This design comes from an exercise in tuning for small area, a short achievable clock period and few clock cycles on the open sky130 flow, not from production work. In this exercise RTL edits were held to simulation tests only and were not proved equivalent to the original. Power figures rest on the tool's default switching activity, not on a simulated workload.

==> flow/design.v <==
package bra_pkg;
  localparam int unsigned SAMPLES = 5;
  localparam logic [15:0] COUNT_MAX = 16'hFFFF;
  localparam logic [31:0] WRAP_HALF = 32'h8000_0000;
  localparam logic CMD_OBSERVE = 1'b0;
  localparam logic CMD_FINISH  = 1'b1;
  localparam logic KIND_BEACON  = 1'b0;
  localparam logic KIND_SUMMARY = 1'b1;
endpackage
module bra_divider (
  input  logic [15:0] rem_in,
  input  logic        dbit,
  input  logic [15:0] divisor,
  output logic [15:0] rem_out,
  output logic        qbit
);
  logic [17:0] trial;
  assign trial   = {1'b0, rem_in, dbit} - {2'b00, divisor};
  assign qbit    = !trial[17];
  assign rem_out = qbit ? trial[15:0] : {rem_in[14:0], dbit};
endmodule
module beacon_rssi_aggregator #(
  parameter int TABLE_ENTRIES = 8
) (
  input  logic         clk,
  input  logic         rst_n,
  input  logic         in_tvalid,
  output logic         in_tready,
  input  logic [127:0] in_tdata,
  input  logic         in_tuser,
  output logic         out_tvalid,
  input  logic         out_tready,
  output logic [159:0] out_tdata,
  output logic         out_tuser,
  output logic         out_tlast
);
  localparam int N = 8;
  logic        [47:0] t_id    [N];
  logic        [7:0]  t_track [N];
  logic        [23:0] t_sum   [N];
  logic        [15:0] t_cnt   [N];
  logic        [7:0]  t_peak  [N];
  logic        [7:0]  t_ptx   [N];
  logic        [31:0] t_lat   [N];
  logic        [7:0]  t_trim  [N];
  logic               t_few   [N];    
  logic [3:0]   u_r;         
  logic [N-1:0] cur_r;       
  logic [N-1:0] nxt_r;       
  logic [2:0]   base_r;      
  logic [15:0]  raw_r, drops_r;
  logic         blk_r;       
  logic         s2v_r, s2fin_r, s2known_r;
  logic [47:0]  h_id_r;
  logic [7:0]   h_track_r, h_rssi_r, h_tx_r;
  logic [31:0]  h_seen_r;    
  logic [N-1:0] h_hit_r;
  logic [N-1:0]       s3oh_r;
  logic [10:0]        s3tn_r;
  logic [1:0]         s3d_r;
  logic [7:0]         trim_v;
  logic         em_busy_r;      
  logic         am_pend_r;      
  logic         iss_done_r;     
  logic [3:0]   rem_r;          
  logic [N-1:0] ioh_r;          
  logic [2:0]   obase_r;
  logic [N-1:0] om_r;           
  logic [3:0]   occ_r;          
  logic [15:0]  raw_old_r, sdrop_old_r;
  logic [N-1:0] best_r;
  logic         pav_r, pasum_r;
  logic [2:0]   paslot_r;
  logic [15:0]  pa_rem_r, pa_c_r;
  logic [5:0]   pa_m_r;
  logic [1:0]   pa_q_r;
  logic         pbv_r, pbsum_r;
  logic [2:0]   pbslot_r;
  logic [15:0]  pb_rem_r, pb_c_r;
  logic [3:0]   pb_m_r;
  logic [3:0]   pb_q_r;
  logic         pcv_r, pcsum_r;
  logic [2:0]   pcslot_r;
  logic [15:0]  pc_rem_r, pc_c_r;
  logic [1:0]   pc_m_r;
  logic [5:0]   pc_q_r;
  logic         dv_r, dsum_r;
  logic [N-1:0] dsel_r;
  logic [7:0]   dmean_r;
  logic signed [7:0] x;
  assign x = h_rssi_r;
  logic obs, kobs, found, full, need_app, obs_go, app_go, fin_go;
  logic [N-1:0] app_oh, tgt, wr;
  assign obs      = s2v_r && !s2fin_r;
  assign kobs     = obs && s2known_r;
  assign found    = |h_hit_r;
  assign full     = u_r[3];
  assign need_app = kobs && !found && !full;
  assign obs_go   = obs && !(need_app && blk_r);
  assign app_go   = need_app && !blk_r;
  assign app_oh   = app_go ? nxt_r : '0;
  assign tgt      = h_hit_r | app_oh;
  assign wr       = (kobs && obs_go) ? tgt : '0;
  assign fin_go   = s2v_r && s2fin_r && !em_busy_r;
  assign in_tready = !s2v_r || obs_go || fin_go;
  logic [23:0]       sum_b;
  logic [15:0]       cnt_b;
  logic signed [7:0] peak_b;
  logic [31:0]       lat_b;
  always_comb begin
    sum_b = '0; cnt_b = '0; peak_b = '0; lat_b = '0;
    for (int p = 0; p < N; p++) begin
      sum_b  = sum_b  | ({24{h_hit_r[p]}} & t_sum[p]);
      cnt_b  = cnt_b  | ({16{h_hit_r[p]}} & t_cnt[p]);
      peak_b = peak_b | ({8{h_hit_r[p]}}  & t_peak[p]);
      lat_b  = lat_b  | ({32{h_hit_r[p]}} & t_lat[p]);
    end
  end
  logic               few, sat;
  logic [2:0]         k;
  logic [7:0]         xu, peaku, tmin_b, tmin_n, mn5, mx5;
  logic [23:0]        sumv, sum_n, sum_w;
  logic [15:0]        cnt_n;
  logic [10:0]        tn5;
  logic               peak_upd, lat_upd;
  logic [31:0]        dlat;
  always_comb begin
    few = !found;
    for (int p = 0; p < N; p++) few = few | (h_hit_r[p] & t_few[p]);
  end
  assign k      = cnt_b[2:0];
  assign sat    = (cnt_b == 16'hFFFF);
  assign xu     = {!x[7], x[6:0]};
  assign peaku  = {!peak_b[7], peak_b[6:0]};
  assign sumv   = few ? {14'd0, sum_b[9:0]} : sum_b;
  assign sum_n  = sat ? sumv : sumv + {16'd0, xu};
  assign cnt_n  = sat ? cnt_b : cnt_b + 16'd1;
  assign tmin_b = sum_b[23:16];
  assign tmin_n = (k == 3'd0 || xu < tmin_b) ? xu : tmin_b;
  assign mn5    = (xu < tmin_b) ? xu : tmin_b;
  assign mx5    = (xu > peaku) ? xu : peaku;
  assign tn5    = {1'b0, sumv[9:0]} + {3'd0, xu} - {3'd0, mn5} - {3'd0, mx5};
  assign sum_w  = (few && k != 3'd4) ? {tmin_n, 6'd0, sum_n[9:0]} : sum_n;
  assign peak_upd = !found || (x > peak_b);
  assign dlat    = h_seen_r - lat_b;
  assign lat_upd = !found || !dlat[31];
  always_ff @(posedge clk) begin
    for (int p = 0; p < N; p++) begin
      if (wr[p]) begin
        t_sum[p] <= sum_w;
        t_cnt[p] <= cnt_n;
        t_few[p] <= few && (k != 3'd4);
        if (peak_upd) begin
          t_peak[p] <= x;
          t_ptx[p]  <= h_tx_r;
        end
        if (lat_upd) t_lat[p] <= h_seen_r;
      end
      if (app_oh[p]) begin
        t_id[p]    <= h_id_r;
        t_track[p] <= h_track_r;
      end
      if (s3oh_r[p]) t_trim[p] <= trim_v;
    end
  end
  logic [16:0] dsum17;
  logic [15:0] sdrop;
  logic        has_b;
  assign dsum17 = {1'b0, h_seen_r[15:0]} + {1'b0, drops_r};
  assign sdrop  = !h_seen_r[16] ? h_seen_r[15:0] : (dsum17[16] ? 16'hFFFF : dsum17[15:0]);
  assign has_b  = h_seen_r[16] && (u_r != 4'd0);
  logic [N-1:0] s1mask, s1hit;
  logic         fwd;
  always_comb begin
    s1mask = (s2v_r && s2fin_r) ? '0 : cur_r;
    fwd    = kobs && (in_tdata[47:0] == h_id_r);
    for (int p = 0; p < N; p++)
      s1hit[p] = (s1mask[p] && (in_tdata[47:0] == t_id[p])) || (fwd && tgt[p]);
  end
  logic [9:0]  tq;
  logic [21:0] tprod;
  logic        tinx;
  always_comb begin
    tprod = {11'd0, s3tn_r} * 22'd683;
    case (s3d_r)
      2'd0: begin tq = s3tn_r[9:0];         tinx = 1'b0; end
      2'd1: begin tq = {1'b0, s3tn_r[9:1]}; tinx = s3tn_r[0]; end
      2'd2: begin tq = tprod[20:11];         tinx = (tprod[10:0] >= 11'd683); end
      default: begin tq = {2'b0, s3tn_r[9:2]}; tinx = |s3tn_r[1:0]; end
    endcase
    trim_v = {!tq[7], tq[6:0]} + {7'd0, !tq[7] && tinx};
  end
  logic              a1_v [4];
  logic signed [7:0] a1_t [4];
  logic [3:0]        a1_k [4];
  logic              a2_v [2];
  logic signed [7:0] a2_t [2];
  logic [3:0]        a2_k [2];
  logic [3:0]        am_k;
  logic [3:0]        lk   [N];
  function automatic logic beats(input logic av, input logic signed [7:0] at, input logic [3:0] ak,
                                 input logic bv, input logic signed [7:0] bt, input logic [3:0] bk);
    beats = av && (!bv || (at > bt) || (at == bt && ak < bk));
  endfunction
  always_comb begin
    for (int p = 0; p < N; p++) lk[p] = {(3'(p) < obase_r), 3'(p)};
    for (int i = 0; i < 4; i++) begin
      if (beats(om_r[2*i+1], t_trim[2*i+1], lk[2*i+1], om_r[2*i], t_trim[2*i], lk[2*i])) begin
        a1_t[i] = t_trim[2*i+1]; a1_k[i] = lk[2*i+1];
      end else begin
        a1_t[i] = t_trim[2*i];   a1_k[i] = lk[2*i];
      end
      a1_v[i] = om_r[2*i] || om_r[2*i+1];
    end
    for (int i = 0; i < 2; i++) begin
      if (beats(a1_v[2*i+1], a1_t[2*i+1], a1_k[2*i+1], a1_v[2*i], a1_t[2*i], a1_k[2*i])) begin
        a2_t[i] = a1_t[2*i+1]; a2_k[i] = a1_k[2*i+1];
      end else begin
        a2_t[i] = a1_t[2*i];   a2_k[i] = a1_k[2*i];
      end
      a2_v[i] = a1_v[2*i] || a1_v[2*i+1];
    end
    if (beats(a2_v[1], a2_t[1], a2_k[1], a2_v[0], a2_t[0], a2_k[0])) am_k = a2_k[1];
    else am_k = a2_k[0];
  end
  logic        take, pctake, pbtake, patake, issue, iss_beacon, xfer;
  logic [2:0]  islot;
  logic [23:0] i_sum, i_b;
  logic [15:0] i_cnt;
  logic        i_few;
  logic [15:0] r8, r7, r6, r5, r4, r3, r2, r1, r0;
  logic        q7, q6, q5, q4, q3, q2, q1, q0;
  logic [7:0]  mq;
  assign take   = !dv_r || out_tready;
  assign pctake = !pcv_r || take;
  assign pbtake = !pbv_r || pctake;
  assign patake = !pav_r || pbtake;
  assign issue  = fin_go || (em_busy_r && !iss_done_r && patake);
  assign iss_beacon = fin_go ? has_b : (rem_r != 4'd0);
  assign islot  = {ioh_r[4] | ioh_r[5] | ioh_r[6] | ioh_r[7],
                   ioh_r[2] | ioh_r[3] | ioh_r[6] | ioh_r[7],
                   ioh_r[1] | ioh_r[3] | ioh_r[5] | ioh_r[7]};
  assign xfer   = dv_r && out_tready;
  always_comb begin
    i_sum = '0; i_cnt = '0; i_few = 1'b0;
    for (int p = 0; p < N; p++) begin
      i_sum = i_sum | ({24{ioh_r[p]}} & t_sum[p]);
      i_cnt = i_cnt | ({16{ioh_r[p]}} & t_cnt[p]);
      i_few = i_few | (ioh_r[p] & t_few[p]);
    end
  end
  assign i_b   = i_few ? {14'd0, i_sum[9:0]} : i_sum;
  assign r8    = i_b[23:8];
  bra_divider u_d7 (.rem_in(r8), .dbit(i_b[7]), .divisor(i_cnt), .rem_out(r7), .qbit(q7));
  bra_divider u_d6 (.rem_in(r7), .dbit(i_b[6]), .divisor(i_cnt), .rem_out(r6), .qbit(q6));
  bra_divider u_d5 (.rem_in(pa_rem_r), .dbit(pa_m_r[5]), .divisor(pa_c_r), .rem_out(r5), .qbit(q5));
  bra_divider u_d4 (.rem_in(r5), .dbit(pa_m_r[4]), .divisor(pa_c_r), .rem_out(r4), .qbit(q4));
  bra_divider u_d3 (.rem_in(pb_rem_r), .dbit(pb_m_r[3]), .divisor(pb_c_r), .rem_out(r3), .qbit(q3));
  bra_divider u_d2 (.rem_in(r3), .dbit(pb_m_r[2]), .divisor(pb_c_r), .rem_out(r2), .qbit(q2));
  bra_divider u_d1 (.rem_in(pc_rem_r), .dbit(pc_m_r[1]), .divisor(pc_c_r), .rem_out(r1), .qbit(q1));
  bra_divider u_d0 (.rem_in(r1), .dbit(pc_m_r[0]), .divisor(pc_c_r), .rem_out(r0), .qbit(q0));
  assign mq = {pc_q_r, q1, q0};
  logic       em_busy_n;
  logic [3:0] u_n, occ_n;
  logic [4:0] room;
  always_comb begin
    u_n       = fin_go ? 4'd0 : u_r + {3'd0, app_go};
    occ_n     = fin_go ? (has_b ? u_r : 4'd0) : occ_r - {3'd0, xfer && !dsum_r};
    em_busy_n = fin_go || (em_busy_r && !(xfer && dsum_r));
    room      = {1'b0, u_n} + {1'b0, occ_n};
  end
  always_ff @(posedge clk) begin
    if (in_tready) begin
      h_id_r    <= in_tdata[47:0];
      h_track_r <= in_tdata[56:49];
      h_rssi_r  <= in_tdata[64:57];
      h_tx_r    <= in_tdata[72:65];
      h_seen_r  <= in_tuser ? {15'd0, in_tdata[105], in_tdata[121:106]} : in_tdata[104:73];
      s2known_r <= in_tdata[48];
      s2fin_r   <= in_tuser;
      h_hit_r   <= s1hit;
    end
    s3oh_r <= few ? wr : '0;
    s3tn_r <= (k == 3'd4) ? tn5 : {1'b0, sum_n[9:0]};
    s3d_r  <= (k == 3'd4) ? 2'd2 : k[1:0];
    if (patake) begin
      pasum_r  <= !iss_beacon;
      paslot_r <= islot;
      pa_rem_r <= r6;
      pa_c_r   <= i_cnt;
      pa_m_r   <= i_b[5:0];
      pa_q_r   <= {q7, q6};
    end
    if (pbtake) begin
      pbsum_r  <= pasum_r;
      pbslot_r <= paslot_r;
      pb_rem_r <= r4;
      pb_c_r   <= pa_c_r;
      pb_m_r   <= pa_m_r[3:0];
      pb_q_r   <= {pa_q_r, q5, q4};
    end
    if (pctake) begin
      pcsum_r  <= pbsum_r;
      pcslot_r <= pbslot_r;
      pc_rem_r <= r2;
      pc_c_r   <= pb_c_r;
      pc_m_r   <= pb_m_r[1:0];
      pc_q_r   <= {pb_q_r, q3, q2};
    end
    if (take && pcv_r) begin
      dsum_r  <= pcsum_r;
      for (int p = 0; p < N; p++) dsel_r[p] <= (pcslot_r == 3'(p));
      dmean_r <= {!mq[7], mq[6:0]} + {7'd0, !mq[7] && (r0 != 16'd0)};
    end
    if (am_pend_r) begin
      for (int p = 0; p < N; p++) best_r[p] <= (am_k[2:0] == 3'(p));
    end
    if (fin_go) begin
      raw_old_r   <= raw_r;
      sdrop_old_r <= sdrop;
      om_r        <= has_b ? cur_r : '0;
      obase_r     <= base_r;
    end
    if (!rst_n) begin
      blk_r      <= 1'b0;
      s2v_r      <= 1'b0;
      s3oh_r     <= '0;
      u_r        <= '0;
      cur_r      <= '0;
      nxt_r      <= 8'd1;
      base_r     <= '0;
      raw_r      <= '0;
      drops_r    <= '0;
      em_busy_r  <= 1'b0;
      am_pend_r  <= 1'b0;
      iss_done_r <= 1'b0;
      rem_r      <= '0;
      ioh_r      <= 8'd1;
      occ_r      <= '0;
      pav_r      <= 1'b0;
      pbv_r      <= 1'b0;
      pcv_r      <= 1'b0;
      dv_r       <= 1'b0;
    end else begin
      blk_r     <= (room >= 5'd8);
      if (in_tready) s2v_r <= in_tvalid;
      u_r       <= u_n;
      occ_r     <= occ_n;
      em_busy_r <= em_busy_n;
      am_pend_r <= fin_go;
      if (obs_go) begin
        if (raw_r != 16'hFFFF) raw_r <= raw_r + 16'd1;
        if (kobs && !found && full && drops_r != 16'hFFFF) drops_r <= drops_r + 16'd1;
      end
      if (app_go) begin
        cur_r <= cur_r | nxt_r;
        nxt_r <= {nxt_r[N-2:0], nxt_r[N-1]};
      end
      if (take) dv_r <= pcv_r;
      if (patake) pav_r <= issue;
      if (pbtake) pbv_r <= pav_r;
      if (pctake) pcv_r <= pbv_r;
      if (fin_go) begin
        cur_r      <= '0;
        base_r     <= base_r + u_r[2:0];
        raw_r      <= '0;
        drops_r    <= '0;
        iss_done_r <= 1'b0;
        rem_r      <= u_r - 4'd1;
        if (!has_b) ioh_r <= nxt_r;
      end
      if (issue) begin
        if (iss_beacon) begin
          if (!fin_go) rem_r <= rem_r - 4'd1;
          ioh_r <= {ioh_r[N-2:0], ioh_r[N-1]};
        end else begin
          iss_done_r <= 1'b1;
        end
      end
    end
  end
  logic [135:0] bd;
  always_comb begin
    bd = '0;
    for (int p = 0; p < N; p++)
      bd = bd | ({136{dsel_r[p]}} & {t_cnt[p], t_lat[p], t_ptx[p], t_peak[p], 8'd0, t_trim[p],
                                     t_track[p], t_id[p]});
    if (dsum_r)
      out_tdata = {7'd0, sdrop_old_r, 1'b0, raw_old_r, 120'd0};
    else
      out_tdata = {23'd0, |(dsel_r & best_r), bd[135:72], dmean_r, bd[63:0]};
  end
  assign out_tvalid = dv_r;
  assign out_tuser  = dsum_r;
  assign out_tlast  = dsum_r;
endmodule
==> flow/run.sh <==
#!/bin/bash
# synth_recipe.tcl (not shown) runs the flow's synth.tcl, then flattens the netlist and writes it again
# the make line also repeats each setting of config.mk as NAME=value (left out here)
make -C /OpenROAD-flow-scripts/flow DESIGN_CONFIG=/design/flow/config.mk WORK_HOME=/design/flow/orfs CLKGATE_MAP_FILE= SYNTH_SCRIPT=/design/flow/synth_recipe.tcl finish
==> flow/config.mk <==
export PLATFORM = sky130hd
export DESIGN_NAME = beacon_rssi_aggregator
export DESIGN_NICKNAME = beacon_rssi_aggregator
export VERILOG_FILES = /design/flow/design.v
export SDC_FILE = /design/flow/constraint.sdc
export NUM_CORES = 4
export LEC_CHECK = 0
export CAP_MARGIN = 20
export CORE_MARGIN = 2
export CORE_UTILIZATION = 40
export SETUP_SLACK_MARGIN = 5
export SLEW_MARGIN = 20
==> flow/constraint.sdc <==
create_clock -name core_clock -period 12.0 [get_ports {clk}]
set_input_delay 2.4000 -clock core_clock [delete_from_list [all_inputs] [get_ports {clk}]]
set_output_delay 2.4000 -clock core_clock [all_outputs]
set_load 0.01 [all_outputs]
==> results of run 1 <==
how the worst max path moves through the flow:
| stage | to | slack [ns] | depth (start not counted) |
|---|---|---|---|
| global placement | best_r[4]$_DFFE_PP_ | 4.11 | 32 |
| finish | out_tdata[72] | 5.07 | 5 |
| global route | s3tn_r[10]$_SDFF_PP0_ | 4.83 | 32 |
| CTS | best_r[4]$_DFFE_PP_ | 5.00 | 32 |
| detailed placement | best_r[4]$_DFFE_PP_ | 4.20 | 32 |
| floorplan | s3tn_r[10]$_SDFF_PP0_ | 5.22 | 34 |
sequential cells by signal, indices dropped and copies added (netlist names), 32 cells and up:
name,count
h_id_r,48
h_seen_r,32
t_cnt,128
t_id,384
t_lat,256
t_peak,64
t_ptx,64
t_sum,192
t_track,64
t_trim,64
kinds of logic (layout without fill, tap and decap cells):
kind of cell             count (synthesis)  in the layout
AO/OA/AOI/OAI                         1821           1821
flip-flops                            1639           1639
AND/OR/NAND/NOR                       1145           1145
buffers and inverters                  671           1035
XOR/XNOR                               609            609
adder cells (fa/ha/maj)                400            400
multiplexers                           159            159
other                                    1             13
placed cells by master, fill, tap and decap left out, drive strengths merged, types with 58 or more instances in the layout:
| cell type | Yosys | final |
|---|---|---|
| a21oi | 192 | 192 |
| o21a | 65 | 65 |
| nor4 | 78 | 78 |
| and4 | 61 | 61 |
| buf | 73 | 124 |
| nand3 | 71 | 71 |
| mux2 | 117 | 117 |
| o21ai | 156 | 156 |
| nand4 | 174 | 174 |
| nand2 | 160 | 160 |
| inv | 300 | 305 |
| nor3 | 75 | 75 |
| nor2b | 74 | 74 |
| edfxtp | 1538 | 1538 |
| clkbuf | 297 | 245 |
| a41oi | 129 | 129 |
| ha | 346 | 346 |
| xor2 | 295 | 295 |
| clkinv | 1 | 58 |
| xnor2 | 314 | 314 |
| nor2 | 274 | 274 |
| clkdlybuf4s50 | 0 | 281 |
| a22oi | 1005 | 1005 |
| dfxtp | 101 | 101 |
stage by stage:
stage          instances  instance area (um2)  power [mW]
5_1_grt             9506                94800        25.6
3_3_place_gp        9145                88400        18.1
2_1_floorplan       6451                82700        15.9
4_1_cts             9482                94400        23.9
3_5_place_dp        9147                88400        18.4
6_report            9509                94800        23.9
cell usage after synthesis, drive strengths merged (23+ instances only):
master,count
edfxtp,1538
a22oi,1005
ha,346
xnor2,314
inv,300
clkbuf,297
xor2,295
nor2,274
a21oi,192
nand4,174
nand2,160
o21ai,156
a41oi,129
mux2,117
dfxtp,101
nor4,78
nor3,75
nor2b,74
buf,73
nand3,71
o21a,65
and4,61
a21o,54
fa,54
and2,46
mux2i,39
nand2b,36
and3,34
a31oi,23
power breakdown:
part           total, mW  switching (mW)  internal (mW)
registers           7.63           0.307           7.32
clock network       5.49            2.35           3.15
logic               10.8            6.18           4.64
per-layer routing:
metal | global-route usage | share of wire | up-vias
li1 | - | - | 25700
met1 | 0.348 | 0.40 | 29600
met2 | 0.393 | 0.45 | 3643
met3 | 0.0528 | 0.11 | 624
met4 | 0.0959 | 0.037 | 10
met5 | 0 | 0.00021 | -
timing repair:
item                       CTS  global route
gates resized for setup     14            38
setup endpoints to repair   11            39
pin swaps                    2            15
cloned                       0             0
setup buffers                6            20
final cells by class:
| cell class | count | area, um2 | share of cell area |
|---|---|---|---|
| Multi-Input combinational cell | 4141 | 32200 | 0.340 |
| Sequential cell | 1639 | 48200 | 0.509 |
| Inverter | 301 | 1140 | 0.0121 |
| Antenna cell | 6 | 15.0 | 0.000158 |
| Timing Repair Buffer | 405 | 3960 | 0.0418 |
| Clock buffer | 245 | 4830 | 0.0509 |
| Clock inverter | 84 | 1060 | 0.0112 |
| Tap cell | 2688 | 3360 | 0.0355 |
critical path, cell delays in order, from the launching register on:
cell             delay [ns]
edfxtp_1               0.32
buf_4                  0.67
buf_4                  0.84
a22oi_1                0.20
a41oi_1                0.85
clkdlybuf4s50_1        0.70
==> metrics.md, run 1 <==
| Metric | Value |
|---|---|
| Status | `no timing/DRC/antenna violations` |
| Largest family of logic cells by synthesized area | `compound AO/OA/AOI/OAI gates` |
| Antenna-violating nets left | `0` |
| Final WL | `275 mm` |
| PwrDens | `253 mW/mm2` |
| Reg2Reg Depth | `32` |
| Top cell type by total area after synthesis | `edfxtp_1` |
| Post-Synth XOR/XNOR Area | `0.0645` |
| H-tree lvl count | `4` |
| Initial antenna violation count | `18` |
| Reg-to-reg critical path endpoint | `s3tn_r[10]$_SDFF_PP0_` |
| WL per Instance | `28.9 um` |
| Latest clock arrival within the worst-skew pair | `0.86 ns` |
| RSZ-0062 raised after global routing | `yes` |
| Synth top area cells | `edfxtp_1, a22oi_1, ha_1, xnor2_1, xor2_1` |
| Period Utilization, post-route | `0.577` |
| Layout area overhead | `14.6%` |
| Ports | `297` |
| #FFs+latches synth | `1,639` |
| Maximum vdd ir drop | `415 uV` |
| Via count | `59,600` |
| CTS root buf | `clkbuf_16` |
| Compound-Gate Fraction of Synth Area | `0.159` |
| Seq/Total Area, Yosys | `0.583` |
| Number of synthesized flops with an enable pin | `1,538` |
| Hold WS | `0.413 ns` |
| Critical path class | `flop to primary output` |
| Clk sinks | `1,639` |
| Worst Hold Path EP | `pc_m_r[1]$_DFFE_PP_` |
| Actual slew at the worst max-slew pin | `1.15 ns` |
| Pleak | `32.8 nW` |
| # hold bufs at CTS | `0` |
| CTS tree | `yes` |
| Critical path required time | `9.60 ns` |
| Setup Skew | `0.0601 ns` |
| Largest net degree at the start of global routing | `158` |
| Final worst slack | `5.07 ns` |
| Synth warn | `17` |
| Final Max Tran Viols | `0` |
| Total global routing overflow | `0` |
| Pre-CTS WS | `4.20 ns` |
| HPWL Detailed | `171 mm` |
| Async SR Flop Fraction | `0` |
| Crit path max fanout | `47` |
| Main synth FF type | `edfxtp_1` |
| First-pass GRT wire length | `395 mm` |
| Row cnt | `166` |
| Endpoints failing setup | `0` |
| Critical Path End Type | `primary output` |
| TNS Setup | `0 ns` |
| Fillers | `18,100` |
| Gpl congestion | `0.930` |
| Worst Hold Class | `flop to flop` |
| CTS Buffer Depth | `3` |
| Synthesized instance count | `6,445` |
| Worst-path clk slew | `0.06 ns` |
| Distinct cells, synth | `94` |
| Worst slew margin | `0.230` |
| DIE AREA | `0.210 mm2` |
| Syn_area_per_cell | `12.8 um2` |
| Total CTS buffers | `176` |
| Min-delay src | `pb_m_r[1]$_DFFE_PP_` |
| Synth Area in Adders | `0.0655` |
| Reg2Reg Launch Point | `h_hit_r[3]$_DFFE_PP_` |
| Core area | `0.205 mm2` |
| Number of iterations in the first detailed-routing pass | `9` |
| # port buffers | `283` |
| Initial Util | `0.403` |
| Vias/cell | `6.27` |
| WHS Path Cells | `0` |
| Arr. time, crit path | `4.53 ns` |
| Utilization after layout | `0.462` |
| Final-report hold violation count | `0` |
| Top-area cell type share of the netlist area | `0.559` |
| Reg2reg setup slack | `5.23 ns` |
| DIE HEIGHT | `459 um` |
| Initial DRC count | `7,870` |
| Simple-gate share of the synthesized area | `0.0743` |
| Vias in the first global route | `58,200` |
| Setup crit start kind | `flop` |
| Nets@finish | `7,197` |
| Post-synthesis mux area share | `0.0215` |
| Cell Area, Synth | `0.0827 mm2` |
| Max Freq | `0.144 GHz` |
| Total Routing Usage GR | `0.253` |
| Period minus WS final | `6.93 ns` |
| Layout cells sized above 1 | `0.0885` |
| # DRC | `0` |
| Max Cap Viol | `0` |
| CP startpoint | `dsel_r[3]$_DFFE_PP_` |
| Chip width | `459 um` |
Testbench counts, summed over its fixed seeds: cycles 5,939.
==> run 2, diff against run 1 <==
==> flow/flow/run.sh (new file) <==
#!/bin/bash
# the standard layout, with timing repair aiming 6 ns below the clock period
set -euo pipefail
bash standard.sh SETUP_SLACK_MARGIN=6 finish > make_finish.log 2>&1
==> flow/standard.sh (new file) <==
#!/bin/bash
# synth_recipe.tcl (not shown) runs the flow's synth.tcl, then flattens the netlist and writes it again
# the make line also repeats each setting of config.mk as NAME=value (left out here)
make -C /OpenROAD-flow-scripts/flow DESIGN_CONFIG=/design/flow/config.mk WORK_HOME=/design/flow/orfs CLKGATE_MAP_FILE= SYNTH_SCRIPT=/design/flow/synth_recipe.tcl "${@:-finish}"
--- a/flow/config.mk
+++ b/flow/config.mk
@@ -8,5 +8,4 @@
 export CAP_MARGIN = 20
 export CORE_MARGIN = 2
 export CORE_UTILIZATION = 40
-export SETUP_SLACK_MARGIN = 5
 export SLEW_MARGIN = 20
removed: flow/run.sh
==> metrics.md, run 2 <==
| Metric | Value |
|---|---|
| Number of iterations in the first detailed-routing pass | `10` |
| CTS Buffer Depth | `3` |
| Antenna-violating nets left | `0` |
| CTS root buf | `clkbuf_16` |
| Total CTS buffers | `177` |
| Most flops, register | `t_id` |
| Number of flip-flops in the largest register | `384` |
| Setup crit start kind | `flop` |
| Synth cell count leaders | `edfxtp_1, a22oi_1, ha_1` |
| Via count | `61,100` |
| Layout cells sized above 1 | `0.134` |
| Logic pwr share | `0.481` |
| H-tree lvl count | `4` |
| WL per Instance | `30.2 um` |
| Sequential Power Share | `0.303` |
| Final-report hold violation count | `0` |
| Core area | `0.205 mm2` |
| Seq/Total Area, Yosys | `0.583` |
| Vias in the first global route | `59,500` |
| Main synth FF type | `edfxtp_1` |
| Maximum vdd ir drop | `594 uV` |
| Ports | `297` |
| Most common cell after layout, fill and taps aside | `edfxtp_1` |
| Worst Hold Class | `flop to flop` |
| Critical path required time | `12.62 ns` |
| Endpoints failing setup | `0` |
| Distinct cells, synth | `94` |
| #FFs+latches synth | `1,639` |
| Cell repeated most along the worst path | `buf_4` |
| Latest clock arrival within the worst-skew pair | `0.86 ns` |
| Synth top area cells | `edfxtp_1, a22oi_1, ha_1, xnor2_1, xor2_1` |
| Switching part of the total | `0.372` |
| Critical path's slowest cell | `edfxtp_1` |
| Critical Path End Type | `flop` |
| Period minus WS final | `6.47 ns` |
| Cell Area, Synth | `0.0827 mm2` |
| First-pass GRT wire length | `407 mm` |
| Async SR Flop Fraction | `0` |
| Top cell type by total area after synthesis | `edfxtp_1` |
| # hold bufs at CTS | `0` |
| Status | `no timing/DRC/antenna violations` |
| Arr. time, crit path | `7.08 ns` |
| RSZ-0062 raised after global routing | `yes` |
| Final worst slack | `5.53 ns` |
| Synth warn | `17` |
| Row cnt | `166` |
| # port buffers | `283` |
| Pre-CTS WS | `4.88 ns` |
| Worst-path clk slew | `0.07 ns` |
| Commonest non-fill, non-tap cells in the layout | `edfxtp_1, a22oi_1, ha_1` |
| Internal | `15.8 mW` |
| Final WL | `292 mm` |
| Crit path largest cell delay | `0.39 ns` |
| DIE AREA | `0.210 mm2` |
| Layout area overhead | `18.5%` |
| Total global routing overflow | `0` |
| Total Routing Usage GR | `0.263` |
| Worst Path Buf+Inv | `17` |
| Syn_area_per_cell | `12.8 um2` |
| PwrDens | `257 mW/mm2` |
| Initial antenna violation count | `27` |
| Initial Util | `0.403` |
| Vias/cell | `6.30` |
| Setup Skew | `0.0591 ns` |
| Clk sinks | `1,639` |
| Pleak | `34.1 nW` |
| Nets@finish | `7,390` |
| Number of synthesized flops with an enable pin | `1,538` |
| Top delay family on crit path | `buffers and inverters` |
| CTS tree | `yes` |
| Max Cap Viol | `0` |
| Actual slew at the worst max-slew pin | `1.20 ns` |
| Top-area cell type share of the netlist area | `0.559` |
| DIE HEIGHT | `459 um` |
| Most frequent cell after synthesis | `edfxtp_1` |
| Initial DRC count | `8,983` |
| Reported net switching power | `9.35 mW` |
| TNS Setup | `0 ns` |
| Chip width | `459 um` |
| Worst slew margin | `0.203` |
| Crit path max fanout | `8` |
| # DRC | `0` |
| Utilization after layout | `0.478` |
| Largest regs | `t_id: 384 flops, t_lat: 256 flops, t_sum: 192 flops` |
| Gpl congestion | `0.934` |
| Largest net degree at the start of global routing | `130` |
| Period Utilization, post-route | `0.539` |
| Max Freq | `0.155 GHz` |
| HPWL Detailed | `172 mm` |
| Final Max Tran Viols | `0` |
| Synthesized instance count | `6,445` |
| Tot Pwr | `25.1 mW` |
| Critical path class | `flop to flop` |
| Clock power frac | `0.216` |
==> run 2: cell counts after synthesis <==
No cell type changed its count.
==> run 2: cell families after synthesis <==
group / after synthesis / share of synthesized area
and+or+nand+nor: 1145 / 0.0743
DFF: 1639 / 0.583
muxes: 159 / 0.0215
adders and majority gates: 400 / 0.0655
other: 1 / 0.0000454
xor gates and xnor gates: 609 / 0.0645
buffers and inverters: 671 / 0.0318
AOI/OAI and AO/OA: 1821 / 0.159
==> run 2: what timing repair did <==
action,in CTS,in global routing
resized for setup,158,176
endpoints found under the setup margin,258,125
pin swaps,21,70
buffers inserted,98,90
gates cloned,11,21
==> run 2: power by group through the flow <==
stage | logic (mW) | registers (mW) | clock network, mW
floorplan | 8.27 | 7.60 | 0
global placement | 10.3 | 7.75 | 0
detailed placement | 10.6 | 7.76 | 0
CTS | 11.2 | 7.62 | 5.49
global route | 13.5 | 7.66 | 5.72
finish | 12.1 | 7.62 | 5.44
==> run 2: per-stage QoR <==
step / std cells / cell area, um2 / hold slack (ns)
6_report: 9700 / 98000 / 0.418
5_1_grt: 9696 / 97900 / 0.425
4_1_cts: 9578 / 96100 / 0.419
3_5_place_dp: 9145 / 88400 / 0.405
3_3_place_gp: 9145 / 88400 / 0.403
2_1_floorplan: 6451 / 82800 / 0.400
==> run 2: worst paths after layout <==
path | from | end | slack (ns) | depth (start not counted)
max | t_trim[0][1]$_DFFE_PP_ | best_r[4]$_DFFE_PP_ | 5.53 | 38
min | pbslot_r[1]$_DFFE_PP_ | pcslot_r[1]$_DFFE_PP_ | 0.42 | 0
max reg2reg | t_trim[0][1]$_DFFE_PP_ | best_r[4]$_DFFE_PP_ | 5.53 | 38
min reg2reg | pbslot_r[1]$_DFFE_PP_ | pcslot_r[1]$_DFFE_PP_ | 0.42 | 0
==> run 2: per-layer routing <==
metal / vias to the layer above / wire length (um) / GRT usage
li1: 26100 / - / -
met1: 30300 / 113000 / 0.349
met2: 4003 / 131000 / 0.411
met3: 741 / 34400 / 0.0613
met4: 24 / 13500 / 0.110
met5: - / 142 / 0
==> run 2: layout make-up <==
| type | count | area, um2 |
|---|---|---|
| diodes | 10 | 25.0 |
| clock buffers | 223 | 4650 |
| clock inverters | 101 | 1090 |
| fillers | 17600 | 107000 |
| inverters | 301 | 1150 |
| multi-input cells | 4141 | 33200 |
| flip-flops and latches | 1639 | 48300 |
| well taps | 2688 | 3360 |
| repair buffers | 597 | 6210 |
==> run 2: worst reg2reg max path: cells and delay by family, from the launching register on <==
kind	cells	cell delay, ns
multiplexers	1	0.20
buffers and inverters	17	2.08
AND/OR/NAND/NOR	6	0.98
flip-flops	1	0.39
adder cells (fa/ha/maj)	2	0.55
AO/OA/AOI/OAI	12	2.06
==> run 3, diff against run 2 <==
--- a/flow/design.v
+++ b/flow/design.v
@@ -223,7 +223,7 @@
     if (beats(a2_v[1], a2_t[1], a2_k[1], a2_v[0], a2_t[0], a2_k[0])) am_k = a2_k[1];
     else am_k = a2_k[0];
   end
-  logic        take, pctake, pbtake, patake, issue, iss_beacon, xfer;
+  logic        take, flush, issue, iss_beacon, xfer;
   logic [2:0]  islot;
   logic [23:0] i_sum, i_b;
   logic [15:0] i_cnt;
@@ -232,10 +232,8 @@
   logic        q7, q6, q5, q4, q3, q2, q1, q0;
   logic [7:0]  mq;
   assign take   = !dv_r || out_tready;
-  assign pctake = !pcv_r || take;
-  assign pbtake = !pbv_r || pctake;
-  assign patake = !pav_r || pbtake;
-  assign issue  = fin_go || (em_busy_r && !iss_done_r && patake);
+  assign flush  = !take;
+  assign issue  = fin_go || (em_busy_r && !iss_done_r && !flush);
   assign iss_beacon = fin_go ? has_b : (rem_r != 4'd0);
   assign islot  = {ioh_r[4] | ioh_r[5] | ioh_r[6] | ioh_r[7],
                    ioh_r[2] | ioh_r[3] | ioh_r[6] | ioh_r[7],
@@ -283,7 +281,7 @@
     s3oh_r <= few ? wr : '0;
     s3tn_r <= (k == 3'd4) ? tn5 : {1'b0, sum_n[9:0]};
     s3d_r  <= (k == 3'd4) ? 2'd2 : k[1:0];
-    if (patake) begin
+    begin
       pasum_r  <= !iss_beacon;
       paslot_r <= islot;
       pa_rem_r <= r6;
@@ -291,7 +289,7 @@
       pa_m_r   <= i_b[5:0];
       pa_q_r   <= {q7, q6};
     end
-    if (pbtake) begin
+    begin
       pbsum_r  <= pasum_r;
       pbslot_r <= paslot_r;
       pb_rem_r <= r4;
@@ -299,7 +297,7 @@
       pb_m_r   <= pa_m_r[3:0];
       pb_q_r   <= {pa_q_r, q5, q4};
     end
-    if (pctake) begin
+    begin
       pcsum_r  <= pbsum_r;
       pcslot_r <= pbslot_r;
       pc_rem_r <= r2;
@@ -357,9 +355,9 @@
         nxt_r <= {nxt_r[N-2:0], nxt_r[N-1]};
       end
       if (take) dv_r <= pcv_r;
-      if (patake) pav_r <= issue;
-      if (pbtake) pbv_r <= pav_r;
-      if (pctake) pcv_r <= pbv_r;
+      pav_r <= issue;
+      pbv_r <= pav_r && !flush;
+      pcv_r <= pbv_r && !flush;
       if (fin_go) begin
         cur_r      <= '0;
         base_r     <= base_r + u_r[2:0];
@@ -377,6 +375,11 @@
           iss_done_r <= 1'b1;
         end
       end
+      if (flush && !dsum_r) begin
+        iss_done_r <= 1'b0;
+        rem_r      <= occ_r - 4'd1;
+        ioh_r      <= {dsel_r[N-2:0], dsel_r[N-1]};
+      end
     end
   end
   logic [135:0] bd;
--- a/flow/config.mk
+++ b/flow/config.mk
@@ -7,5 +7,5 @@
 export LEC_CHECK = 0
 export CAP_MARGIN = 20
 export CORE_MARGIN = 2
-export CORE_UTILIZATION = 40
+export CORE_UTILIZATION = 55
 export SLEW_MARGIN = 20
==> metrics.md, run 3 <==
| Metric | Value |
|---|---|
| Status | `no timing/DRC/antenna violations` |
| TNS Setup | `0 ns` |
| Switching part of the total | `0.373` |
| GR Util met1 | `0.485` |
| Reg2Reg Launch Point | `t_trim[1][1]$_DFFE_PP_` |
| Vias in the first global route | `58,300` |
| Largest net degree at the start of global routing | `131` |
| Initial antenna violation count | `12` |
| Critical path's slowest cell | `edfxtp_1` |
| Clk sinks | `1,639` |
| RSZ-0062 raised after global routing | `yes` |
| Largest regs | `t_id: 384 flops, t_lat: 256 flops, t_sum: 192 flops` |
| Latest clock arrival within the worst-skew pair | `0.84 ns` |
| Top cell type by total area after synthesis | `edfxtp_1` |
| Largest family of logic cells by synthesized area | `compound AO/OA/AOI/OAI gates` |
| Row cnt | `141` |
| Most frequent cell after synthesis | `edfxtp_1` |
| Most common cell after layout, fill and taps aside | `edfxtp_1` |
| Chip width | `389 um` |
| Clock power frac | `0.221` |
| Max Freq | `0.166 GHz` |
| CTS Buffer Depth | `3` |
| #FFs+latches synth | `1,639` |
| Number of flip-flops in the largest register | `384` |
| Synth Area in Adders | `0.0666` |
| Total CTS buffers | `174` |
| Synthesized instance count | `6,467` |
| Number of iterations in the first detailed-routing pass | `6` |
| Post-Layout Cell Count | `8,865` |
| Main synth FF type | `edfxtp_1` |
| Via count | `60,200` |
| Final Max Tran Viols | `0` |
| DIE HEIGHT | `389 um` |
| Period Utilization, post-route | `0.503` |
| CTS root buf | `clkbuf_16` |
| Crit path largest cell delay | `0.45 ns` |
| Actual slew at the worst max-slew pin | `1.27 ns` |
| Crit path max fanout | `8` |
| PwrDens | `260 mW/mm2` |
| Critical path required time | `12.67 ns` |
| Arr. time, crit path | `6.71 ns` |
| CP Depth | `30` |
| Core area | `0.147 mm2` |
| Synth warn | `17` |
| Internal | `15.4 mW` |
| Top-area cell type share of the netlist area | `0.518` |
| Fillers | `11,200` |
| Ports | `297` |
| Logic pwr share | `0.476` |
| Number of synthesized flops with an enable pin | `1,406` |
| Setup Skew | `0.0538 ns` |
| Initial Util | `0.553` |
| WL per Instance | `31.5 um` |
| Distinct cells, synth | `95` |
| # port buffers | `283` |
| Nets@finish | `7,315` |
| Layout cells sized above 1 | `0.114` |
| DIE AREA | `0.151 mm2` |
| Max Cap Viol | `0` |
| Period minus WS final | `6.04 ns` |
| Tot Pwr | `24.5 mW` |
| Reported net switching power | `9.14 mW` |
| Reg2Reg Depth | `30` |
| First-pass GRT wire length | `396 mm` |
| Worst Hold Class | `flop to flop` |
| Post-Place Cells | `8,424` |
| CTS tree | `yes` |
| Vias/cell | `6.79` |
| Synth cell count leaders | `edfxtp_1, a22oi_1, ha_1` |
| Gpl congestion | `0.971` |
| Worst-path clk slew | `0.06 ns` |
| Top delay family on crit path | `compound AO/OA/AOI/OAI gates` |
| Total global routing overflow | `0` |
| HPWL Detailed | `170 mm` |
| Sequential Power Share | `0.304` |
| # DRC | `0` |
| Seq/Total Area, Yosys | `0.576` |
| Met3 Track Usage GR | `0.0798` |
| # hold bufs at CTS | `0` |
| Setup crit start kind | `flop` |
| H-tree lvl count | `4` |
| Final-report hold violation count | `0` |
| Critical Path End Type | `flop` |
| Post-synthesis mux area share | `0.0246` |
| Cell Area, Synth | `0.0815 mm2` |
| Post-Synth XOR/XNOR Area | `0.0657` |
| Simple-gate share of the synthesized area | `0.0753` |
| Initial DRC count | `7,756` |
| Gr busiest metal | `met2` |
| Critical path class | `flop to flop` |
| CP startpoint | `t_trim[1][1]$_DFFE_PP_` |
| Total Routing Usage GR | `0.358` |
| Antenna-violating nets left | `0` |
| Compound-Gate Fraction of Synth Area | `0.160` |
| Worst Path Buf+Inv | `3` |
| Met2 Use GR | `0.561` |
| Async SR Flop Fraction | `0` |
| Worst slew margin | `0.151` |
| Commonest non-fill, non-tap cells in the layout | `edfxtp_1, a22oi_1, ha_1` |
| Min-delay src | `pa_m_r[3]$_DFF_P_` |
| Synth top area cells | `edfxtp_1, a22oi_1, dfxtp_1, ha_1, xor2_1` |
| Pleak | `33.2 nW` |
| WHS Path Cells | `0` |
| Endpoints failing setup | `0` |
| Most flops, register | `t_id` |
| Layout area overhead | `16.0%` |
| Final WL | `279 mm` |
| Maximum vdd ir drop | `715 uV` |
| Syn_area_per_cell | `12.6 um2` |
-- run 3: cell types whose count changed in the layout (fill, tap and decap cells not counted), moves of 20 or more --
cell / delta
edfxtp_1: -132
buf_4: -59
xor2_1: +20
mux2i_1: +28
buf_6: -20
nand2_1: +20
dfxtp_1: +132
mux2_2: -27
-- run 3: timing repair --
action | in CTS | in global routing
cloned | 6 | 4
pin swaps | 26 | 44
setup endpoints to repair | 167 | 111
buffers inserted | 28 | 73
gates resized for setup | 134 | 134
-- run 3: area by class of cell --
type	count	area [um2]	area share
antenna	6	15.0	0.000159
clock buffer	232	4730	0.0500
clock inverter	92	1020	0.0108
inverter	302	1140	0.0120
multi-input combinational	4164	33200	0.351
sequential	1639	46900	0.497
tap	1930	2410	0.0256
timing repair buffer	500	5100	0.0540
-- run 3: cell families (layout without fill, tap and decap cells) --
family / Yosys count / in the layout
AOI/OAI and AO/OA: 1809 / 1809
xor gates and xnor gates: 611 / 611
adders and majority gates: 401 / 401
buffers and inverters: 671 / 1126
DFF: 1639 / 1639
muxes: 181 / 181
other: 1 / 13
and+or+nand+nor: 1154 / 1155
-- run 3: path summary, 6_finish.rpt --
check / end / slack [ns]
worst min register to register: pb_m_r[3]$_DFF_P_ / 0.31
worst max register to register: best_r[2]$_DFFE_PP_ / 5.96
worst min-delay path: pb_m_r[3]$_DFF_P_ / 0.31
worst max-delay path: best_r[2]$_DFFE_PP_ / 5.96
-- run 3: worst register-to-register path, delay by kind of cell, from the launching register on --
family	cells	cell delay (ns)
compound gates	16	2.74
fa+ha+maj	3	0.82
simple gates	6	0.79
flops	1	0.45
buf+inv	3	0.44
mux	2	0.66
-- run 3: routing by layer --
layer / part of all wire / routed length [um]
met4: 0.042 / 11700
met2: 0.46 / 127000
met5: 0.00027 / 75
met3: 0.11 / 30800
met1: 0.39 / 109000
-- run 3: power groups by stage --
stage | clock network, mW | logic [mW] | registers [mW]
2_1_floorplan | 0 | 7.79 | 7.41
3_3_place_gp | 0 | 10.0 | 7.56
3_5_place_dp | 0 | 10.1 | 7.57
4_1_cts | 5.46 | 11.0 | 7.45
5_1_grt | 5.68 | 12.8 | 7.48
6_report | 5.42 | 11.7 | 7.45
-- run 3: stage by stage --
| stage | instance area (um2) | util | setup slack [ns] | hold WS [ns] |
|---|---|---|---|---|
| floorplan | 81700 | - | 5.83 | 0.310 |
| global placement | 86400 | 0.586 | 4.58 | 0.312 |
| finish | 94500 | 0.642 | 5.96 | 0.313 |
| global route | 94500 | 0.641 | 5.71 | 0.319 |
| CTS | 93100 | 0.632 | 5.99 | 0.319 |
| detailed placement | 86400 | 0.586 | 4.45 | 0.312 |
Testbench counts of run 3, summed over its fixed seeds: cycles 5,939.
==> run 4, diff against run 3 <==
--- a/flow/design.v
+++ b/flow/design.v
@@ -61,6 +61,10 @@
   logic [7:0]         trim_v;
   logic         em_busy_r;      
   logic         am_pend_r;      
+  logic         am_pend2_r;     
+  logic         b2_v_r [2];
+  logic [7:0]   b2_t_r [2];
+  logic [3:0]   b2_k_r [2];
   logic         iss_done_r;     
   logic [3:0]   rem_r;          
   logic [N-1:0] ioh_r;          
@@ -96,13 +100,18 @@
   assign found    = |h_hit_r;
   assign full     = u_r[3];
   assign need_app = kobs && !found && !full;
-  assign obs_go   = obs && !(need_app && blk_r);
-  assign app_go   = need_app && !blk_r;
+  logic blk;    
+  assign blk = blk_r && !(dv_r && out_tready && !dsum_r);
+  assign obs_go   = obs && !(need_app && blk);
+  assign app_go   = need_app && !blk;
   assign app_oh   = app_go ? nxt_r : '0;
   assign tgt      = h_hit_r | app_oh;
   assign wr       = (kobs && obs_go) ? tgt : '0;
   assign fin_go   = s2v_r && s2fin_r && !em_busy_r;
-  assign in_tready = !s2v_r || obs_go || fin_go;
+  logic rdy_base, rdy_xfer;
+  assign rdy_base  = !s2v_r || fin_go || (obs && !(need_app && blk_r));
+  assign rdy_xfer  = obs && need_app && dv_r && !dsum_r;
+  assign in_tready = rdy_base || (rdy_xfer && out_tready);
   logic [23:0]       sum_b;
   logic [15:0]       cnt_b;
   logic signed [7:0] peak_b;
@@ -220,8 +229,8 @@
       end
       a2_v[i] = a1_v[2*i] || a1_v[2*i+1];
     end
-    if (beats(a2_v[1], a2_t[1], a2_k[1], a2_v[0], a2_t[0], a2_k[0])) am_k = a2_k[1];
-    else am_k = a2_k[0];
+    if (beats(b2_v_r[1], b2_t_r[1], b2_k_r[1], b2_v_r[0], b2_t_r[0], b2_k_r[0])) am_k = b2_k_r[1];
+    else am_k = b2_k_r[0];
   end
   logic        take, flush, issue, iss_beacon, xfer;
   logic [2:0]  islot;
@@ -310,7 +319,12 @@
       for (int p = 0; p < N; p++) dsel_r[p] <= (pcslot_r == 3'(p));
       dmean_r <= {!mq[7], mq[6:0]} + {7'd0, !mq[7] && (r0 != 16'd0)};
     end
-    if (am_pend_r) begin
+    for (int i = 0; i < 2; i++) begin
+      b2_v_r[i] <= a2_v[i];
+      b2_t_r[i] <= a2_t[i];
+      b2_k_r[i] <= a2_k[i];
+    end
+    if (am_pend2_r) begin
       for (int p = 0; p < N; p++) best_r[p] <= (am_k[2:0] == 3'(p));
     end
     if (fin_go) begin
@@ -331,6 +345,7 @@
       drops_r    <= '0;
       em_busy_r  <= 1'b0;
       am_pend_r  <= 1'b0;
+      am_pend2_r <= 1'b0;
       iss_done_r <= 1'b0;
       rem_r      <= '0;
       ioh_r      <= 8'd1;
@@ -346,6 +361,7 @@
       occ_r     <= occ_n;
       em_busy_r <= em_busy_n;
       am_pend_r <= fin_go;
+      am_pend2_r <= am_pend_r;
       if (obs_go) begin
         if (raw_r != 16'hFFFF) raw_r <= raw_r + 16'd1;
         if (kobs && !found && full && drops_r != 16'hFFFF) drops_r <= drops_r + 16'd1;
==> metrics.md, run 4 <==
| Metric | Value |
|---|---|
| Pre-CTS WS | `4.14 ns` |
| HPWL Detailed | `167 mm` |
| Clk sinks | `1,664` |
| Reg2reg setup slack | `6.07 ns` |
| Async SR Flop Fraction | `0` |
| Final worst slack | `6.00 ns` |
| Final-report hold violation count | `0` |
| First-pass GRT wire length | `387 mm` |
| CTS root buf | `clkbuf_16` |
| CTS tree | `yes` |
| Distinct cells, synth | `105` |
| Latest clock arrival within the worst-skew pair | `0.82 ns` |
| Initial Util | `0.554` |
| Layout cells sized above 1 | `0.113` |
| Synth warn | `20` |
| Area of the multi-input gates | `0.0328 mm2` |
| Largest net degree at the start of global routing | `131` |
| Worst Hold Class | `flop to flop` |
| DIE HEIGHT | `390 um` |
| Fin area | `0.0945 mm2` |
| Chip width | `390 um` |
| Cell Area, Synth | `0.0818 mm2` |
| Crit path largest cell delay | `0.94 ns` |
| Syn_area_per_cell | `12.7 um2` |
| Main synth FF type | `edfxtp_1` |
| Max Cap Viol | `0` |
| Final Max Tran Viols | `0` |
| WL per Instance | `31.2 um` |
| H-tree lvl count | `4` |
| Post-DP Area | `0.0867 mm2` |
| # DRC | `0` |
| Most common cell after layout, fill and taps aside | `edfxtp_1` |
| Ports | `297` |
| Commonest non-fill, non-tap cells in the layout | `edfxtp_1, a22oi_1, ha_1` |
| Number of flip-flops in the largest register | `384` |
| Crit path max fanout | `10` |
| Total Routing Usage GR | `0.349` |
| Initial DRC count | `8,395` |
| # hold bufs at CTS | `0` |
| Vias in the first global route | `56,800` |
| Synthesized instance count | `6,434` |
| Most frequent cell after synthesis | `edfxtp_1` |
| Initial antenna violation count | `19` |
| Maximum vdd ir drop | `169 uV` |
| Reported net switching power | `6.11 mW` |
| Via count | `59,300` |
| Max Freq | `0.167 GHz` |
| PwrDens | `201 mW/mm2` |
| Switching part of the total | `0.322` |
| Nets@finish | `7,260` |
| Sequential Power Share | `0.361` |
| Critical Path End Type | `flop` |
| #FFs+latches synth | `1,664` |
| Gpl congestion | `0.943` |
| # port buffers | `283` |
| Critical path required time | `12.52 ns` |
| Final WL | `275 mm` |
| Pleak | `33.3 nW` |
| Number of iterations in the first detailed-routing pass | `6` |
| Core area | `0.148 mm2` |
| Seq/Total Area, Yosys | `0.579` |
| CTS Buffer Depth | `3` |
| Row cnt | `141` |
| Status | `no timing/DRC/antenna violations` |
| Critical path class | `primary input to flop` |
| Endpoints failing setup | `0` |
| RSZ-0062 raised after global routing | `yes` |
| Number of synthesized flops with an enable pin | `1,406` |
| Arr. time, crit path | `6.52 ns` |
| Seq. cell area | `0.0474 mm2` |
| Synth top area cells | `edfxtp_1, a22oi_1, dfxtp_1, ha_1, xnor2_1` |
| Setup Skew | `0.0392 ns` |
| Synth cell count leaders | `edfxtp_1, a22oi_1, ha_1` |
| Top cell type by total area after synthesis | `edfxtp_1` |
| Logic pwr share | `0.353` |
| Worst-path clk slew | `0.06 ns` |
| Total CTS buffers | `173` |
| Utilization after layout | `0.640` |
| Top-area cell type share of the netlist area | `0.516` |
| Antenna-violating nets left | `0` |
| Period minus WS final | `6.00 ns` |
| Total global routing overflow | `0` |
| Actual slew at the worst max-slew pin | `1.18 ns` |
| Layout area overhead | `15.5%` |
| TNS Setup | `0 ns` |
| Critical path's slowest cell | `nor4_1` |
| Period Utilization, post-route | `0.500` |
| Internal | `12.9 mW` |
| Clock power frac | `0.286` |
| Vias/cell | `6.73` |
| CP Cell Sequence | `clkdlybuf4s50_1 -> xnor2_1 -> nand4_1 -> nor4_1 -> nand4_1 -> nor4_1 -> nand3_1 -> o32ai_1` |
| DIE AREA | `0.152 mm2` |
| Setup crit start kind | `primary input` |
| Largest regs | `t_id: 384 flops, t_lat: 256 flops, t_sum: 192 flops` |
| Fillers | `11,200` |
| Worst slew margin | `0.215` |
| Most flops, register | `t_id` |
## run 4: layout make-up
class                   instances  share of cell area
inverters                     303              0.0123
repair buffers                472              0.0520
flip-flops and latches       1664               0.502
multi-input cells            4112               0.347
well taps                    1930              0.0255
diodes                         11            0.000291
clock buffers                 232              0.0504
clock inverters                88              0.0102
## run 4: path summary, 6_finish.rpt
| path | startpoint | endpoint | cells past startpoint |
|---|---|---|---|
| worst min register to register | paslot_r[1]$_DFF_P_ | pbslot_r[1]$_DFF_P_ | 0 |
| worst min-delay path | paslot_r[1]$_DFF_P_ | pbslot_r[1]$_DFF_P_ | 0 |
| worst max register to register | h_hit_r[5]$_DFFE_PP_ | s3tn_r[10]$_SDFF_PP0_ | 26 |
| worst max-delay path | in_tdata[30] | h_hit_r[7]$_DFFE_PP_ | 8 |
## run 4: power groups by stage
stage | Sequential [mW] | Combinational [mW] | Clock (mW)
final | 6.85 | 6.70 | 5.43
after global routing | 6.87 | 7.40 | 5.70
after CTS | 6.85 | 6.24 | 5.46
after detailed placement | 6.96 | 6.02 | 0
after global placement | 6.96 | 5.95 | 0
after floorplan | 6.85 | 4.78 | 0
## run 4: repair_timing
item,CTS,global route
resized for setup,132,115
buffers inserted,23,49
gates cloned,8,9
setup endpoints to repair,195,151
pin swaps,29,60
## run 4: cell families (layout without fill, tap and decap cells)
kind of cell               after synthesis  after routing  share of synthesized area
muxes                                  184            184                     0.0253
other                                    1             18                  0.0000458
and+or+nand+nor                       1107           1111                     0.0730
xor gates and xnor gates               621            621                     0.0665
buffers and inverters                  669           1095                     0.0320
DFF                                   1664           1664                      0.579
AOI/OAI and AO/OA                     1787           1788                      0.158
adders and majority gates              401            401                     0.0663
## run 4: per-layer routing
layer	track usage	part of all wire	wire [um]
met3	0.0867	0.12	32100
met5	0	0.00025	69
met1	0.495	0.41	112000
met4	0.135	0.039	10700
met2	0.519	0.44	120000
## run 4: critical path: cells and delay by family
family / cells / cell delay (ns)
AOI/OAI and AO/OA: 1 / 0.49
xor gates and xnor gates: 1 / 0.70
buffers and inverters: 1 / 0.72
and+or+nand+nor: 5 / 2.20
## run 4: per-stage QoR
step           cells  power (mW)  hold slack [ns]
5_1_grt         8805        20.0            0.328
6_report        8812        19.0            0.326
4_1_cts         8742        18.6            0.327
3_3_place_gp    8391        12.9            0.312
3_5_place_dp    8391        13.0            0.315
2_1_floorplan   6440        11.6            0.310
Testbench counts of run 4, summed over its fixed seeds: cycles 5,864.
==> run 5, diff against run 4 <==
--- a/flow/config.mk
+++ b/flow/config.mk
@@ -7,5 +7,5 @@
 export LEC_CHECK = 0
 export CAP_MARGIN = 20
 export CORE_MARGIN = 2
-export CORE_UTILIZATION = 55
+export CORE_UTILIZATION = 65
 export SLEW_MARGIN = 20
==> metrics.md, run 5 <==
| Metric | Value |
|---|---|
| Status | `no timing/DRC/antenna violations` |
| Cell repeated most along the worst path | `buf_12` |
| Period minus WS final | `6.07 ns` |
| Gpl congestion | `1.00` |
| First-pass GRT wire length | `378 mm` |
| Total Routing Usage GR | `0.397` |
| Synth top area cells | `edfxtp_1, a22oi_1, dfxtp_1, ha_1, xnor2_1` |
| Chip width | `359 um` |
| Most common cell after layout, fill and taps aside | `edfxtp_1` |
| Critical path required time | `12.66 ns` |
| Setup crit start kind | `flop` |
| # DRC | `0` |
| Synthesized instance count | `6,434` |
| Vias/cell | `7.09` |
| Largest regs | `t_id: 384 flops, t_lat: 256 flops, t_sum: 192 flops` |
| WL per Instance | `31.3 um` |
| Number of synthesized flops with an enable pin | `1,406` |
| Internal | `12.6 mW` |
| Final worst slack | `5.93 ns` |
| Switching part of the total | `0.324` |
| # hold bufs at CTS | `0` |
| CTS Buffer Depth | `3` |
| CTS root buf | `clkbuf_16` |
| PwrDens | `198 mW/mm2` |
| Max Cap Viol | `0` |
| Async SR Flop Fraction | `0` |
| Antenna-violating nets left | `0` |
| Commonest non-fill, non-tap cells in the layout | `edfxtp_1, a22oi_1, ha_1` |
| Most flops, register | `t_id` |
| Post-Layout Cell Count | `8,576` |
| Latest clock arrival within the worst-skew pair | `0.83 ns` |
| TNS Setup | `0 ns` |
| #FFs+latches synth | `1,664` |
| Maximum vdd ir drop | `182 uV` |
| Vias in the first global route | `58,300` |
| Initial antenna violation count | `13` |
| Pre-CTS WS | `4.57 ns` |
| Top-area cell type share of the netlist area | `0.516` |
| HPWL Detailed | `159 mm` |
| Final Max Tran Viols | `0` |
| Synth warn | `20` |
| Post-Place Cells | `8,102` |
| Worst Path Buf+Inv | `5` |
| Crit path max fanout | `9` |
| Via count | `60,800` |
| Arr. time, crit path | `6.73 ns` |
| Max Freq | `0.165 GHz` |
| Ports | `297` |
| Endpoints failing setup | `0` |
| Reported net switching power | `6.06 mW` |
| Utilization after layout | `0.755` |
| Pleak | `33.6 nW` |
| Final WL | `268 mm` |
| Main synth FF type | `edfxtp_1` |
| Clock power frac | `0.279` |
| Largest net degree at the start of global routing | `160` |
| Row cnt | `130` |
| Nets@finish | `7,315` |
| Number of iterations in the first detailed-routing pass | `7` |
| Worst slew margin | `0.150` |
| DIE HEIGHT | `359 um` |
| Seq/Total Area, Yosys | `0.579` |
| Initial Util | `0.653` |
| Number of flip-flops in the largest register | `384` |
| Critical path's slowest cell | `dfxtp_4` |
| Final-report hold violation count | `0` |
| CTS tree | `yes` |
| Top delay family on crit path | `compound AO/OA/AOI/OAI gates` |
| Fillers | `7,952` |
| Syn_area_per_cell | `12.7 um2` |
| Clk sinks | `1,664` |
| Setup Skew | `0.0609 ns` |
| Actual slew at the worst max-slew pin | `1.26 ns` |
| Initial DRC count | `10,400` |
| Cell Area, Synth | `0.0818 mm2` |
| Worst Hold Class | `flop to flop` |
| Layout cells sized above 1 | `0.121` |
| Hold WS | `0.297 ns` |
| Total CTS buffers | `169` |
| Core area | `0.125 mm2` |
| Crit path largest cell delay | `0.37 ns` |
| Critical Path End Type | `flop` |
| Worst-path clk slew | `0.06 ns` |
| DIE AREA | `0.129 mm2` |
| Period Utilization, post-route | `0.506` |
| RSZ-0062 raised after global routing | `yes` |
| Distinct cells, synth | `105` |
| Layout area overhead | `15.6%` |
| Critical path class | `flop to flop` |
| H-tree lvl count | `4` |
| # port buffers | `283` |
| Top cell type by total area after synthesis | `edfxtp_1` |
| Logic pwr share | `0.355` |
| Synth cell count leaders | `edfxtp_1, a22oi_1, ha_1` |
| Sequential Power Share | `0.366` |
| Total global routing overflow | `0` |
| Most frequent cell after synthesis | `edfxtp_1` |
-- run 5: metal layers --
layer,global-route usage,part of all wire,wire (um),up-vias
li1,-,-,-,25700
met1,0.540,0.36,97800,29300
met4,0.181,0.050,13400,18
met2,0.593,0.44,117000,4899
met5,0,0.00076,203,-
met3,0.115,0.15,39500,900
-- run 5: per-stage QoR --
step                cell area, um2  power (mW)
global placement             86300        12.8
CTS                          93000        18.3
floorplan                    82000        11.6
global route                 94600        19.7
finish                       94600        18.7
detailed placement           86300        12.9
-- run 5: power by group through the flow --
stage	clock (mW)	combinational [mW]	sequential (mW)
final	5.22	6.64	6.85
after global routing	5.45	7.34	6.87
after CTS	5.23	6.22	6.84
after detailed placement	0	5.97	6.97
after global placement	0	5.83	6.96
after floorplan	0	4.78	6.85
-- run 5: cells by family (layout without fill, tap and decap cells) --
logic type | after synthesis | after routing | synth area share
AO/OA/AOI/OAI | 1787 | 1787 | 0.158
flip-flops | 1664 | 1664 | 0.579
AND/OR/NAND/NOR | 1107 | 1109 | 0.0730
buffers and inverters | 669 | 1148 | 0.0320
XOR/XNOR | 621 | 621 | 0.0665
adder cells (fa/ha/maj) | 401 | 401 | 0.0663
multiplexers | 184 | 184 | 0.0253
other | 1 | 12 | 0.0000458
-- run 5: layout make-up --
| class | instances | area [um2] | share of cell area |
|---|---|---|---|
| timing repair buffer | 534 | 5670 | 0.0599 |
| clock buffer | 212 | 4540 | 0.0480 |
| sequential | 1664 | 47400 | 0.501 |
| clock inverter | 99 | 940 | 0.00993 |
| multi-input combinational | 4109 | 32800 | 0.347 |
| antenna | 5 | 12.5 | 0.000132 |
| inverter | 303 | 1170 | 0.0124 |
| tap | 1650 | 2060 | 0.0218 |
-- run 5: worst reg2reg max path, delay by kind of cell, from the launching register on --
family,cells,cell delay [ns]
compound gates,15,3.18
buf+inv,5,0.74
simple gates,4,0.55
mux,2,0.54
fa+ha+maj,2,0.53
flops,1,0.37
-- run 5: timing repair --
action / CTS / global route
endpoints found under the setup margin: 194 / 108
buffers inserted: 43 / 87
pin swaps: 26 / 69
endpoints found under the hold margin: 0 / 0
gates cloned: 10 / 18
gates resized for setup: 137 / 93
-- run 5: worst paths after layout --
kind | from | cells after the start | end | slack (ns)
worst min register to register | pa_m_r[2]$_DFF_P_ | 0 | pb_m_r[2]$_DFF_P_ | 0.30
worst max-delay path | ioh_r[4]$_SDFF_PN0_ | 28 | pa_rem_r[1]$_DFF_P_ | 5.93
worst max register to register | ioh_r[4]$_SDFF_PN0_ | 28 | pa_rem_r[1]$_DFF_P_ | 5.93
worst min-delay path | pa_m_r[2]$_DFF_P_ | 0 | pb_m_r[2]$_DFF_P_ | 0.30

==> static timing again, ports no longer ideal <==
Ports are ideal in the flow. The routed layouts listed here were re-timed in OpenROAD. Step 1: set_driving_cell puts a clkbuf_16 on clk and a buf_2 on each other input, an assumption about the parent block. Step 2 times the ports against the registers' clock, not the clock port: input delays grow and output delays shrink by t, the midpoint of the rising clock arrivals with the driver on. Three values: ideal ports, drivers, drivers and shift; two values: the first two.
run | shift t [ns] | setup WS [ns] | worst setup path after step 2 | pins driven straight from the clock port
run 1 | 0.916 | 5.071 / 4.981 / 5.228 | register to register | 1
run 2 | 0.914 | 5.531 / 5.531 / 5.531 | register to register | 1
run 3 | 0.885 | 5.958 / 5.899 / 5.953 | input to register | 1
run 4 | 0.883 | 5.998 / 5.956 / 5.178 | input to register | 1
run 5 | 0.883 | 5.934 / 5.879 / 5.693 | input to register | 1
After both steps setup and hold are still met in every run listed. The setup slack of run 4, which loses most, moves by -0.042 ns with the drivers and by -0.820 ns with both steps.
